Background: an optimization exercise with open tools, aiming at small area and a short achievable clock period. Do not read the settings as production practice. The RTL was checked by simulation tests, not by an equivalence proof against the original design. Power is estimated from default activity; no workload was simulated.

Design branch_unit, start of the top module:
module branch_unit (
    input  logic        clk,
    input  logic        rst,
    input  logic        stall_id,
    input  logic        stall_ex,
    input  logic [31:0] fetch_addr,
    input  logic [31:0] pc_id,
    input  logic [31:0] instr_id,
    input  logic [31:0] rs1_val,
    input  logic [31:0] rs2_val,
    output logic        br_take,
    output logic        br_en,
    output logic        mispred,
    output logic        redirect,
    output logic [31:0] target
);
For scale: roughly 1600 cells after synthesis, ~340 flip-flops, ~200 I/O pins, ~18000 um2 of cells after synthesis.
Settings: LEC_CHECK=0, CAP_MARGIN=20, CORE_MARGIN=2, CORE_UTILIZATION=40, SETUP_SLACK_MARGIN=1.0, SLEW_MARGIN=20, TNS_END_PERCENT=0; clock period 6.5 ns.
run.sh (not shown) runs the stock make flow with config.mk's settings and CLKGATE_MAP_FILE= SYNTH_SCRIPT=/design/flow/synth_recipe.tcl, a recipe that flattens the netlist after the stock synthesis.
The first run finished clean.
Then changed:
==> flow/flow/run.sh (new file) <==
#!/bin/bash
# The standard layout, with plain buf_1 cells as the port buffers instead of the
# delay cells buffer_ports picks by default (the resizer sizes them up where the
# timing needs it). Every tool's output goes to a log file in this folder.
set -euo pipefail
export BUFFER_PORTS_ARGS="-buffer_cell sky130_fd_sc_hd__buf_1"
bash standard.sh finish > standard_make.log 2>&1
==> flow/standard.sh (new file) <==
#!/bin/bash
# synth_recipe.tcl (not shown) runs the flow's synth.tcl, then flattens the netlist and writes it again
# the make line also repeats each setting of config.mk as NAME=value (left out here)
make -C /OpenROAD-flow-scripts/flow DESIGN_CONFIG=/design/flow/config.mk WORK_HOME=/design/flow/orfs CLKGATE_MAP_FILE= SYNTH_SCRIPT=/design/flow/synth_recipe.tcl "${@:-finish}"
SETUP_SLACK_MARGIN = 2.0   (was 1.0)
removed: flow/run.sh
The new run ran to the end with no violations.
Combinational power is lower by about 10%.
Final area is lower by 5.6%.
Worst setup slack gains 0.045 ns.
First-iteration DRC count is higher by 2.4%.
Wire length is lower by 3.2%.
Critical path depth is lower by 2.
Register-to-register slack loses 0.02 ns.
Sequential share of layout area is higher by 2.6 points.
Die area is unchanged.

* * *

## job 101
The RTL this note starts from:
==> flow/design.v <==
package rv32i_types;
    typedef logic [31:0] rv32i_word;
    typedef enum logic [6:0] {
        op_br  = 7'b1100011,
        op_jal = 7'b1101111
    } rv32i_opcode;
    typedef enum logic [2:0] {
        beq  = 3'b000,
        bne  = 3'b001,
        blt  = 3'b100,
        bge  = 3'b101,
        bltu = 3'b110,
        bgeu = 3'b111
    } branch_funct3_t;
    typedef logic [1:0] counter_t;
    localparam counter_t counter_init = 2'b01;  
    typedef union packed {
        struct packed {
            logic           imm12;
            logic [5:0]     imm10_5;
            logic [4:0]     rs2;
            logic [4:0]     rs1;
            branch_funct3_t funct3;
            logic [3:0]     imm4_1;
            logic           imm11;
            rv32i_opcode    opcode;
        } b_view;
        struct packed {
            logic        imm20;
            logic [9:0]  imm10_1;
            logic        imm11;
            logic [7:0]  imm19_12;
            logic [4:0]  rd;
            rv32i_opcode opcode;
        } j_view;
    } instr_u;
endpackage
module branch_unit (
    input  logic        clk,
    input  logic        rst,
    input  logic        stall_id,
    input  logic        stall_ex,
    input  logic [31:0] fetch_addr,
    input  logic [31:0] pc_id,
    input  logic [31:0] instr_id,
    input  logic [31:0] rs1_val,
    input  logic [31:0] rs2_val,
    output logic        br_take,
    output logic        br_en,
    output logic        mispred,
    output logic        redirect,
    output logic [31:0] target
);
    logic        dec_br;
    logic        dec_jal;
    logic [31:0] imm_b;
    logic [31:0] imm_j;
    logic [31:0] imm_id;
    logic        ex_we;
    assign dec_br  = (instr_id[6:0] == 7'b1100011);
    assign dec_jal = (instr_id[6:0] == 7'b1101111);
    assign imm_b   = {{20{instr_id[31]}}, instr_id[7], instr_id[30:25], instr_id[11:8], 1'b0};
    assign imm_j   = {{12{instr_id[31]}}, instr_id[19:12], instr_id[20], instr_id[30:21], 1'b0};
    assign imm_id  = dec_jal ? imm_j : imm_b;
    assign ex_we   = !stall_ex || rst;
    logic       is_branch;
    logic       is_jal;
    logic [2:0] funct3;
    always_ff @(posedge clk) begin
        if (ex_we) begin
            is_branch <= dec_br & ~rst;
            is_jal    <= dec_jal & ~rst;
            target    <= (pc_id + imm_id) & {32{~rst}};
        end
    end
    always_ff @(posedge clk) begin
        if (!stall_ex) funct3 <= instr_id[14:12];
    end
    logic [31:0] cmp_lt [6];
    logic [31:0] cmp_gt [6];
    assign cmp_lt[0] = {1'b0, ~rs1_val[30:0] & rs2_val[30:0]};
    assign cmp_gt[0] = {1'b0, rs1_val[30:0] & ~rs2_val[30:0]};
    for (genvar l = 1; l < 6; l++) begin : g_cmp
        for (genvar j = 0; j < (32 >> l); j++) begin : g_node
            assign cmp_lt[l][j] = cmp_lt[l-1][2*j+1] | (~cmp_gt[l-1][2*j+1] & cmp_lt[l-1][2*j]);
            assign cmp_gt[l][j] = cmp_gt[l-1][2*j+1] | (~cmp_lt[l-1][2*j+1] & cmp_gt[l-1][2*j]);
        end
        assign cmp_lt[l][31:(32 >> l)] = '0;
        assign cmp_gt[l][31:(32 >> l)] = '0;
    end
    logic lo_lt, lo_gt, hi_lt, hi_gt, eq, lt, ltu, cond, update;
    assign lo_lt = cmp_lt[5][0];
    assign lo_gt = cmp_gt[5][0];
    assign hi_lt = ~rs1_val[31] & rs2_val[31];
    assign hi_gt = rs1_val[31] & ~rs2_val[31];
    assign eq    = ~(hi_lt | hi_gt | lo_lt | lo_gt);
    assign ltu   = hi_lt | (~hi_gt & lo_lt);
    assign lt    = hi_gt | (~hi_lt & lo_lt);
    always_comb begin
        case (funct3)
            3'b000:  cond = eq;
            3'b001:  cond = !eq;
            3'b100:  cond = lt;
            3'b101:  cond = !lt;
            3'b110:  cond = ltu;
            3'b111:  cond = !ltu;
            default: cond = 1'b0;
        endcase
    end
    assign br_en  = is_jal | (is_branch & cond);
    assign update = is_branch & ~stall_ex;
    logic [3:0] ghr;
    logic [1:0] gpht [16];
    logic [3:0] lht  [32];
    logic [1:0] lpht [16];
    logic [1:0] cht  [32];
    logic [4:0] id_row,  ex_row;
    logic [3:0] id_gidx, ex_gidx;
    logic [1:0] id_gctr, ex_gctr;
    logic [3:0] id_hist, ex_hist;
    logic [1:0] id_lctr, ex_lctr;
    logic [1:0] id_ch,   ex_ch;
    function automatic logic [1:0] sat(input logic [1:0] c, input logic up);
        if (up) sat = (c == 2'b11) ? c : c + 2'b01;
        else    sat = (c == 2'b00) ? c : c - 2'b01;
    endfunction
    logic [1:0] gnxt, lnxt, chnxt;
    logic [3:0] hnxt, ghr_nxt;
    assign gnxt    = sat(ex_gctr, cond);
    assign lnxt    = sat(ex_lctr, cond);
    assign hnxt    = {ex_hist[2:0], cond};
    assign ghr_nxt = {ghr[2:0], cond};
    assign chnxt   = (ex_lctr[1] ^ ex_gctr[1]) ? sat(ex_ch, ex_lctr[1] ^ cond) : ex_ch;
    logic [1:0] gpht_wd, lpht_wd, cht_wd;
    logic [3:0] lht_wd, ghr_wd;
    assign gpht_wd = {gnxt[1] & ~rst, gnxt[0] | rst};
    assign lpht_wd = {lnxt[1] & ~rst, lnxt[0] | rst};
    assign cht_wd  = {chnxt[1] & ~rst, chnxt[0] | rst};
    assign lht_wd  = hnxt & {4{~rst}};
    assign ghr_wd  = ghr_nxt & {4{~rst}};
    always_ff @(posedge clk) begin
        if (update || rst) ghr <= ghr_wd;
    end
    for (genvar i = 0; i < 16; i++) begin : g_pht
        always_ff @(posedge clk) begin
            if ((update && ex_gidx == i) || rst) gpht[i] <= gpht_wd;
            if ((update && ex_hist == i) || rst) lpht[i] <= lpht_wd;
        end
    end
    for (genvar i = 0; i < 32; i++) begin : g_row
        always_ff @(posedge clk) begin
            if ((update && ex_row == i) || rst) begin
                lht[i] <= lht_wd;
                cht[i] <= cht_wd;
            end
        end
    end
    logic [4:0]  row;
    logic [31:0] row_oh;
    logic [31:0] lht_col [4];
    logic [31:0] cht_col [2];
    logic [15:0] lp0, lp1;
    logic [3:0]  lh_row;
    logic [1:0]  ch_row;
    assign row = fetch_addr[6:2];
    for (genvar i = 0; i < 32; i++) begin : g_oh
        assign row_oh[i] = (row == i);
        for (genvar k = 0; k < 4; k++) begin : g_l
            assign lht_col[k][i] = lht[i][k];
        end
        assign cht_col[0][i] = cht[i][0];
        assign cht_col[1][i] = cht[i][1];
    end
    for (genvar i = 0; i < 16; i++) begin : g_p1
        assign lp0[i] = lpht[i][0];
        assign lp1[i] = lpht[i][1];
    end
    for (genvar k = 0; k < 4; k++) begin : g_lh
        assign lh_row[k] = |(row_oh & lht_col[k]);
    end
    assign ch_row[0] = |(row_oh & cht_col[0]);
    assign ch_row[1] = |(row_oh & cht_col[1]);
    function automatic logic [15:0] dec16(input logic [3:0] x);
        dec16 = 16'd1 << x;
    endfunction
    logic       row_hit;
    logic [2:0] gi_hi;
    logic [3:0] gidx_if, hist_if, lhb;
    logic [1:0] gctr_if, lctr_if, ch_if;
    logic [1:0] g_lo, g_hi, g_raw, l_row, l_hb, l_raw;
    logic       g_fwd, l_fwd;
    assign row_hit = update && (row == ex_row);
    assign gi_hi   = (update ? ghr[2:0] : ghr[3:1]) ^ row[3:1];
    assign gidx_if = {gi_hi, (update ? cond : ghr[0]) ^ row[0]};
    assign g_lo    = gpht[{gi_hi, 1'b0}];
    assign g_hi    = gpht[{gi_hi, 1'b1}];
    assign g_raw   = gidx_if[0] ? g_hi : g_lo;
    assign g_fwd   = update && (gidx_if == ex_gidx);
    assign gctr_if = g_fwd ? gnxt : g_raw;
    assign lhb     = {ex_hist[2:0], cond};
    assign l_row[0] = |(dec16(lh_row) & lp0);
    assign l_row[1] = |(dec16(lh_row) & lp1);
    assign l_hb    = cond ? lpht[{ex_hist[2:0], 1'b1}] : lpht[{ex_hist[2:0], 1'b0}];
    assign hist_if = row_hit ? lhb : lh_row;
    assign l_raw   = row_hit ? l_hb : l_row;
    assign l_fwd   = update && (row_hit ? (lhb == ex_hist) : (lh_row == ex_hist));
    assign lctr_if = l_fwd ? lnxt : l_raw;
    assign ch_if   = row_hit ? chnxt : ch_row;
    always_ff @(posedge clk) begin
        if (!stall_id || rst) begin
            id_row  <= row     & {5{~rst}};
            id_gidx <= gidx_if & {4{~rst}};
            id_gctr <= gctr_if & {2{~rst}};
            id_hist <= hist_if & {4{~rst}};
            id_lctr <= lctr_if & {2{~rst}};
            id_ch   <= ch_if   & {2{~rst}};
        end
    end
    always_ff @(posedge clk) begin
        if (!stall_ex) begin
            ex_row  <= id_row;
            ex_gidx <= id_gidx;
            ex_gctr <= id_gctr;
            ex_hist <= id_hist;
            ex_lctr <= id_lctr;
            ex_ch   <= id_ch;
        end
    end
    assign br_take = ch_if[1] ? gctr_if[1] : lctr_if[1];
    logic take_ex;
    assign take_ex  = ex_ch[1] ? ex_gctr[1] : ex_lctr[1];
    assign mispred  = update & (take_ex ^ cond);
    assign redirect = mispred | is_jal;
endmodule
==> flow/config.mk <==
export PLATFORM = sky130hd
export DESIGN_NAME = branch_unit
export DESIGN_NICKNAME = branch_unit
export VERILOG_FILES = /design/flow/design.v
export SDC_FILE = /design/flow/constraint.sdc
export NUM_CORES = 4
export LEC_CHECK = 0
export ABC_AREA = 1
export CAP_MARGIN = 20
export CORE_MARGIN = 2
export CORE_UTILIZATION = 40
export CTS_BUF_LIST = sky130_fd_sc_hd__clkbuf_16
export CTS_CLUSTER_DIAMETER = 80
export CTS_CLUSTER_SIZE = 24
export SETUP_SLACK_MARGIN = 2.0
export SLEW_MARGIN = 20
export TNS_END_PERCENT = 0
==> flow/constraint.sdc <==
create_clock -name core_clock -period 6.5 [get_ports {clk}]
set_input_delay 1.3000 -clock core_clock [delete_from_list [all_inputs] [get_ports {clk}]]
set_output_delay 1.3000 -clock core_clock [all_outputs]
set_load 0.01 [all_outputs]
standard.sh (not shown) runs the stock make flow with config.mk's settings and CLKGATE_MAP_FILE= SYNTH_SCRIPT=/design/flow/synth_recipe.tcl, a recipe that flattens the netlist after the stock synthesis.
==> flow/flow/run.sh <==
#!/bin/bash
# The standard layout, with plain buf_1 cells as the port buffers instead of the
# delay cells buffer_ports picks by default (the resizer sizes them up where the
# timing needs it). Every tool's output goes to a log file in this folder.
set -euo pipefail
export BUFFER_PORTS_ARGS="-buffer_cell sky130_fd_sc_hd__buf_1"
bash standard.sh finish > standard_make.log 2>&1
--- input diff job 101..job 102 ---
-- flow/config.mk --
<<< job 101, line 12
export CTS_BUF_LIST = sky130_fd_sc_hd__clkbuf_16
export CTS_CLUSTER_DIAMETER = 80
export CTS_CLUSTER_SIZE = 24
>>> job 102, line 12
==> run summary <==
Job 102 vs job 101: sequential cell area share down in job 102. Job 102 ended up with a lower clock slew at the register clock pins of the worst setup and hold paths than job 101 did. Summary — total setup buffers inserted after CTS, job 102 relative to job 101: higher, by 2. Power: job 102 draws more than job 101. Between job 101 and job 102, the difference in synthesized instance count is negligible.
For job 103, these inputs were changed with respect to job 102:
-- flow/config.mk --
<<< job 102, line 12
>>> job 103, line 12
export CTS_BUF_LIST = sky130_fd_sc_hd__clkbuf_8
export CTS_CLUSTER_DIAMETER = 60
export CTS_CLUSTER_SIZE = 16
export GPL_ROUTABILITY_DRIVEN = 0
export PLACE_DENSITY = 0.8
Results
Job 103 ends up with a worst hold slack that is 0.023 ns lower than in job 102. Job 103 vs. job 102: maximum frequency down about 2.8%, routed length on met3 up about 55%, power down about 15%. Critical path startpoint: fetch_addr[2] -> job 103, fetch_addr[4] -> job 102.
Setup changes, job 103 to job 104
-- flow/config.mk --
<<< job 103, line 15
export GPL_ROUTABILITY_DRIVEN = 0
export PLACE_DENSITY = 0.8
>>> job 104, line 15
[summary]
- Job 104 vs job 103, total detailed-routing wirelength went up by 1100 µm.
- Per the comparison of job 104 with job 103, detailed-route wire length per cell increased by about 1.7% relative to the old numbers; final period demand of the worst path decreased by 0.086 ns relative to the old numbers; detailed-route wire length on metal 1 increased by about 18% relative to the old numbers; layout buffering overhead excluding clock cells increased by 0.21 points relative to the old numbers; clock-buffer cell count increased by 7.1% relative to the old numbers.
- Where post-route cell area is concerned, job 103 is better than job 104.
- Taking job 103 as the reference, in job 104 static leakage went up by about 1.8%, share of power burned in the clock network went up by 2.3 points, post-cts resize count went up by 20%.
- Via count of the routed design of job 104 falls short of that of job 103 by a few percent.
### job 104 -> job 105
-- flow/config.mk --
<<< job 104, line 11
export CORE_UTILIZATION = 40
>>> job 105, line 11
export CORE_UTILIZATION = 55
<<< job 104, line 15
>>> job 105, line 15
export PLACE_DENSITY = 0.8
- Job 105: PASS, flow complete, no timing, DRC or antenna violations
- Summary of job 105 over job 104: routed wire length saw a decrease; placement-stage cell area saw a decrease.
- Taking job 104 as the reference point, the total power of job 105 falls by 3.0%.
- Comparing job 105 with job 104, the sequential power came out essentially unchanged.
- Changes observed in job 105 relative to job 104: final estimated routing congestion in global placement comparable; layout overhead on the synthesized area now smaller.
- Taking job 104 as the reference, in job 105 worst-path maximum fanout up 1, proportion of cell area occupied by registers up 1.7 points, synthesis-stage register bit count flat.

==> what the ideal ports hide <==
No port has a modelled driver above. Below, the same layouts with a new extraction and two added sets of constraints. Step 1 (the two cells are an assumption about what drives the block):
set clk [get_ports {clk}]
set_driving_cell -lib_cell sky130_fd_sc_hd__clkbuf_16 $clk
set_driving_cell -lib_cell sky130_fd_sc_hd__buf_2 [delete_from_list [all_inputs] $clk]
Step 2 times the ports against the registers' clock, not the clock port: input delays grow and output delays shrink by t, the midpoint of the rising clock arrivals with the driver on. Slacks: ideal / step 1 / step 2; pairs: ideal / step 1.
run	shift t [ns]	setup slack, ns	worst setup path at the end
the first run of note 1	0.595	0.884 / 0.833 / 0.611	input to register
the second run of note 1	0.607	0.928 / 0.879 / 0.722	input to register
job 101	0.599	1.425 / 1.350 / 1.188	input to register
job 102	0.603	1.445 / 1.354 / 1.154	input to register
job 103	0.672	1.299 / 1.206 / 1.166	input to register
job 104	0.680	1.385 / 1.336 / 1.142	input to register
job 105	0.659	1.283 / 1.224 / 1.137	input to register
After both steps every run listed still meets setup and hold. For job 102, which loses most, drivers alone change the setup slack by -0.091 ns; drivers and shift together by -0.291 ns.
